Background: an optimization exercise with open tools, aiming at small area. Do not read the settings as production practice. Only simulation tests tie the RTL to the original design; equivalence was not proved. Power and IR drop assume default switching activity.

<file path="design/flow/config.mk">
export PLATFORM = sky130hd
export DESIGN_NAME = reg_file_mp
export DESIGN_NICKNAME = reg_file_mp
export VERILOG_FILES = /design/flow/design.v
export SDC_FILE = /design/flow/constraint.sdc
export NUM_CORES = 4
export LEC_CHECK = 0
export CAP_MARGIN = 20
export CORE_MARGIN = 2
export CORE_UTILIZATION = 40
export SLEW_MARGIN = 20
</file>
<file path="design/flow/constraint.sdc">
create_clock -name core_clock -period 5.5 [get_ports {clk}]
set_input_delay 1.1000 -clock core_clock [delete_from_list [all_inputs] [get_ports {clk}]]
set_output_delay 1.1000 -clock core_clock [all_outputs]
set_load 0.01 [all_outputs]
</file>
<file path="design/flow/design.v">
package reg_file_pkg;
  localparam int DEF_XLEN = 32;
  localparam int DEF_NREG = 32;
  localparam int DEF_NRD  = 2;
  localparam int DEF_NWR  = 2;
  typedef enum logic {
    IDLE  = 1'b0,
    CLEAR = 1'b1
  } clr_state_e;
endpackage
module reg_file_rd_port
#(
  parameter int XLEN = reg_file_pkg::DEF_XLEN,
  parameter int AW   = 5,
  parameter int NWR  = reg_file_pkg::DEF_NWR
) (
  input  logic [AW-1:0]       addr,
  input  logic                zero,
  input  logic [XLEN-1:0]     stored,
  input  logic [NWR-1:0]      we,
  input  logic [NWR*AW-1:0]   w_addr,
  input  logic [NWR*XLEN-1:0] w_data,
  output logic [XLEN-1:0]     data
);
  always_comb begin
    data = stored;
    for (int k = 0; k < NWR; k++) begin
      if (we[k] && (w_addr[k*AW +: AW] == addr)) begin
        data = w_data[k*XLEN +: XLEN];
      end
    end
    if (zero || (addr == '0)) begin
      data = '0;
    end
  end
endmodule
module reg_file_mp
#(
  parameter int XLEN = reg_file_pkg::DEF_XLEN,
  parameter int NREG = reg_file_pkg::DEF_NREG,
  parameter int NRD  = reg_file_pkg::DEF_NRD,
  parameter int NWR  = reg_file_pkg::DEF_NWR
) (
  input  logic                              clk,
  input  logic                              rst,
  input  logic [NWR-1:0]                    we,
  input  logic [NWR*$clog2(NREG)-1:0]       w_addr,
  input  logic [NWR*XLEN-1:0]               w_data,
  input  logic [NRD*$clog2(NREG)-1:0]       r_addr,
  output logic [NRD*XLEN-1:0]               r_data,
  input  logic                              clr_req,
  output logic                              busy
);
  localparam int AW = $clog2(NREG);
  logic [XLEN-1:0] regs [NREG];
  reg_file_pkg::clr_state_e state;
  logic [AW-1:0]   cnt;
  always_ff @(posedge clk) begin
    if (rst) begin
      state <= reg_file_pkg::CLEAR;
      cnt   <= AW'(1);
      busy  <= 1'b1;
    end else begin
      case (state)
        reg_file_pkg::IDLE: begin
          if (clr_req) begin
            state <= reg_file_pkg::CLEAR;
            cnt   <= AW'(1);
            busy  <= 1'b1;
          end
        end
        reg_file_pkg::CLEAR: begin
          cnt <= cnt + AW'(1);
          if (cnt == AW'(NREG - 1)) begin
            state <= reg_file_pkg::IDLE;
            busy  <= 1'b0;
          end
        end
        default: begin
          state <= reg_file_pkg::IDLE;
          busy  <= 1'b0;
        end
      endcase
    end
  end
  logic [NWR:0]    wen;
  logic [AW-1:0]   wadr_x [NWR+1];
  logic [XLEN-1:0] wdat_x [NWR+1];
  always_comb begin
    for (int k = 0; k < NWR; k++) begin
      wen[k]    = we[k] && (w_addr[k*AW +: AW] != '0) && !busy && !rst;
      wadr_x[k] = w_addr[k*AW +: AW];
      wdat_x[k] = w_data[k*XLEN +: XLEN];
    end
    wen[NWR]    = busy && !rst;
    wadr_x[NWR] = cnt;
    wdat_x[NWR] = '0;
  end
  always_ff @(posedge clk) begin
    for (int k = 0; k <= NWR; k++) begin
      if (wen[k]) begin
        regs[wadr_x[k]] <= wdat_x[k];
      end
    end
  end
  logic zero_view;
  assign zero_view = rst || busy;
  for (genvar j = 0; j < NRD; j++) begin : g_rd
    logic [XLEN-1:0] stored;
    assign stored = regs[r_addr[j*AW +: AW]];
    reg_file_rd_port #(
      .XLEN (XLEN),
      .AW   (AW),
      .NWR  (NWR)
    ) u_rd (
      .addr   (r_addr[j*AW +: AW]),
      .zero   (zero_view),
      .stored (stored),
      .we     (we),
      .w_addr (w_addr),
      .w_data (w_data),
      .data   (r_data[j*XLEN +: XLEN])
    );
  end
endmodule
</file>
<file path="design/flow/run.sh">
#!/bin/bash
# synth_recipe.tcl (not shown) runs the flow's synth.tcl, then flattens the netlist and writes it again
# the make line also repeats each setting of config.mk as NAME=value (left out here)
make -C /OpenROAD-flow-scripts/flow DESIGN_CONFIG=/design/flow/config.mk WORK_HOME=/design/flow/orfs CLKGATE_MAP_FILE= SYNTH_SCRIPT=/design/flow/synth_recipe.tcl finish
</file>
==> run summary <==
Yosys cell counts (all sizes together) (3+ instances only):
cell | n | area [µm²]
buf | 226 | 1210
dfxtp | 7 | 140.1
a21oi | 70 | 350.3
nor3b | 3 | 22.52
a22oi | 124 | 930.9
nor2 | 34 | 260.3
nor3 | 9 | 45.04
mux2i | 131 | 1311
clkbuf | 454 | 1704
and4 | 4 | 35.03
nor4 | 8 | 71.32
inv | 33 | 123.9
nand2 | 1048 | 3934
mux2 | 4 | 45.04
nor2b | 4 | 25.02
o21bai | 8 | 60.06
nand3 | 69 | 350.3
o21ai | 1124 | 5629
and2 | 7 | 43.80
nand3b | 8 | 67.56
mux4 | 512 | 11530
xnor2 | 12 | 105.1
edfxtp | 1024 | 30750
xor2 | 8 | 70.07
o2111ai | 63 | 551.8
a221o | 62 | 620.6
nand2b | 8 | 50.05
o22ai | 23 | 143.9
worst paths after layout:
check	start	end	slack (ns)
worst max-delay path	w_addr[9]	r_data[10]	0.12
worst min-delay path	cnt[3]	cnt[3]	0.61
worst max register to register	busy	regs[12][19]	2.07
worst min register to register	cnt[3]	cnt[3]	0.61
cells by family after synthesis:
| group | Yosys count | synth area share, % |
|---|---|---|
| AO/OA/AOI/OAI | 1482 | 13.83 |
| XOR/XNOR | 20 | 0.2900 |
| adder cells (fa/ha/maj) | 2 | 0.04143 |
| buffers and inverters | 713 | 5.030 |
| flip-flops | 1031 | 51.14 |
| multiplexers | 647 | 21.34 |
| AND/OR/NAND/NOR | 1216 | 8.326 |
layout make-up:
cell class	instances	share of cell area [%]
Timing Repair Buffer	419	6.676
Clock inverter	71	0.9630
Clock buffer	133	4.308
Multi-Input combinational cell	3367	39.33
Tap cell	2016	3.663
Inverter	33	0.1799
Sequential cell	1031	44.86
Antenna cell	7	0.02544
layer usage:
layer,wire length (µm),track usage [%]
met5,246,0
met4,11410,12.36
met3,39980,10.46
met2,103600,45.28
met1,88420,43.32
worst max-delay path: cells and delay by family:
family | cells | cell delay [ns]
buf+inv | 4 | 1.80
compound gates | 2 | 0.57
simple gates | 2 | 0.60
xor+xnor | 1 | 0.19
sequential cells by signal (all words and copies together) (netlist names):
signal / cells
busy: 1
state: 1
cnt: 5
regs: 1024
metrics by stage:
stage                     instances  util [%]
after floorplan                5111         -
after global placement         6866     43.49
after detailed placement       6866     43.49
after CTS                      7070     45.91
after global routing           7070     45.91
final                          7077     45.92
report_power, final:
part / switching (W) / internal (W)
Clock: 0.00338 / 0.00434
Combinational: 0.00133 / 0.000782
Sequential: 0.0000326 / 0.00872
Total: 0.00474 / 0.0139
what timing repair did:
action,in CTS,in global routing
endpoints found under the hold margin,0,0
endpoints found under the setup margin,0,12
hold buffers,0,0
resized for setup,0,1
==> tab_implementation.tex <==
\begin{tabular}{lr}
\hline
Metric & Value \\
\hline
\multicolumn{2}{l}{\textbf{Critical path}} \\
Worst path required time & 4.40 ns \\
Delay of the slowest critical-path stage & 0.64 ns \\
Slowest library cell on the worst path & sky130\_fd\_sc\_hd\_\_clkdlybuf4s50\_1 \\
Arrival time reported for the critical path endpoint & 4.28 ns \\
Kind of critical path & primary input to output port \\
Number of cells traversed by the worst register-to-register path & 5 \\
Setup crit start kind & primary input \\
Peak fanout along the critical path & 14 \\
Cells along the critical path & clkdlybuf4s50\_1 -> buf\_4 -> xnor2\_1 -> and2\_2 -> buf\_4 -> nand3\_1 -> a21oi\_1 -> a221o\_1 -> clkdlybuf4s50\_1 \\
Category of the worst setup path capture point & output port \\
\multicolumn{2}{l}{\textbf{Routing}} \\
Detailed-route DRC error count & 0 \\
Pre-Repair DR Iteration Count & 9 \\
Wire length per cell & 34.43 µm \\
Post-DRT Antenna Nets & 0 \\
Via count of the routed design & 47990 \\
Routed wire length & 243700 µm \\
Via density per instance & 6.782 \\
Iter 0 DRT Violations & 9110 \\
\multicolumn{2}{l}{\textbf{STA}} \\
Setup Skew & 0.03519 ns \\
Period utilisation layout & 97.75\% \\
Hold Slack & 0.6090 ns \\
Transition time at the pin with the least slew margin & 1.285 ns \\
Number of failing hold endpoints at the final stage & 0 \\
Final setup viols & 0 \\
Worst rel slew slack & 13.43\% \\
Min Clock Period, post-route & 5.376 ns \\
Final critical-path setup slack & 0.1240 ns \\
Number of pins with negative max-slew slack in the final report & 0 \\
Upper clock frequency limit & 0.1860 GHz \\
Fin Setup TNS & 0 ns \\
Unrepaired setup endpoints after global routing & no \\
\multicolumn{2}{l}{\textbf{Layout}} \\
Synth-to-layout area growth & 14.01\% \\
Most used cells in the layout excluding fill and tap cells & sky130\_fd\_sc\_hd\_\_o21ai\_0 (1120), sky130\_fd\_sc\_hd\_\_nand2\_1 (1046), sky130\_fd\_sc\_hd\_\_edfxtp\_1 (1024), sky130\_fd\_sc\_hd\_\_mux4\_2 (512), sky130\_fd\_sc\_hd\_\_buf\_4 (184) \\
Area occupied by registers & 30890 µm² \\
Layout Nets & 5055 \\
Layout cells sized above 1 & 20.54\% \\
Most common cell after layout, fill and taps aside & sky130\_fd\_sc\_hd\_\_o21ai\_0 \\
Final non-filler cell area & 68860 µm² \\
Area of combinational cells with multiple inputs & 27080 µm² \\
\# fillers & 13510 \\
\multicolumn{2}{l}{\textbf{Logic synthesis}} \\
Count of state elements after synthesis & 1031 \\
Average instance area after synthesis & 11.82 µm² \\
Number of synthesized flops with an enable pin & 1024 \\
Gate Count Post-Synth & 5111 \\
Seq/Total Area, Yosys & 51.14\% \\
Combined area of all synthesized cells & 60400 µm² \\
Number of distinct library cell variants in the gate-level netlist after synthesis & 58 \\
Most frequently used flop master after synthesis & sky130\_fd\_sc\_hd\_\_edfxtp\_1 \\
Async set-or-reset flop fraction in the synthesized netlist & 0\% \\
Synthesis warning total & 4 \\
Synthesized net count & 5202 \\
\multicolumn{2}{l}{\textbf{Floorplanning}} \\
Number of cell rows & 142 \\
Number of placed I/O pins & 154 \\
Initial cell density of the core & 40.28\% \\
Die outline height & 392.6 µm \\
Placeable Area & 150000 µm² \\
Die W & 392.6 µm \\
Area of the die & 154100 µm² \\
\multicolumn{2}{l}{\textbf{Pwr}} \\
Worst voltage drop across the vdd grid & 0.2502 mV \\
Power per cell area & 270.0 nW/µm² \\
PnR Total Power & 0.01859 W \\
Leak pwr & 21.13 nW \\
\multicolumn{2}{l}{\textbf{Clock tree}} \\
Clock tree from TritonCTS & built \\
H-tree lvl count & 3 \\
Number of clock sinks & 1031 \\
Buffers inserted by post-CTS timing repair & 0 \\
Clk root buf & sky130\_fd\_sc\_hd\_\_clkbuf\_16 \\
Clk pin slew, worst setup/hold paths & 0.06 ns \\
CTS max path bufs & 3 \\
Clock latency on the worst-skew pair & 0.77 ns \\
Cts bufs inserted & 112 \\
\multicolumn{2}{l}{\textbf{Place}} \\
Setup slack at placement & 0.1649 ns \\
Buffers added on ports & 153 \\
Routability congestion estimate from global placement & 0.8704 \\
DPL Wire Length & 139400 µm \\
Area of placed instances & 65210 µm² \\
\multicolumn{2}{l}{\textbf{Global routing}} \\
Maximum number of pins on one net before global-route repair & 69 \\
Number of global-route vias before repair & 44720 \\
Antenna violations before repair & 12 \\
Remaining global-route overflow & 0 \\
Global Route Usage Sum & 31.29\% \\
Global-route wire length before repair & 339700 µm \\
\multicolumn{2}{l}{\textbf{Run status}} \\
Status & complete, no violations \\
\multicolumn{2}{l}{\textbf{Min path}} \\
Cell depth of the worst hold path & 2 \\
Hold Path Class & register to register \\
\multicolumn{2}{l}{\textbf{Run}} \\
Number of max-capacitance violations reported & 0 \\
\hline
\end{tabular}

==> re-timing with driven ports <==
The flow's constraints put no driver on any port. The routed layout listed below was extracted and timed again, unchanged, in two steps.
Step 1, drivers: a clkbuf_16 drives clk and a buf_2 each remaining input, both assumed.
Step 2 also shifts input and output timing later by t, the mid clock arrival at the registers, as if the neighbouring blocks saw the same clock.
Three values: no drivers, after step 1, after step 2; two values: the first two.
t (ns): 0.828
setup WS [ns]: 0.124 / 0.087 / 0.087
clock arrival spread, ns: 0.039 / 0.039
worst register clock-pin slew, ns: 0.07 / 0.07
worst slew at a driven data input, ns: 0.14
After both steps this run still meets setup and hold. For this run, drivers alone change the setup slack by -0.037 ns; drivers and shift together by -0.037 ns.
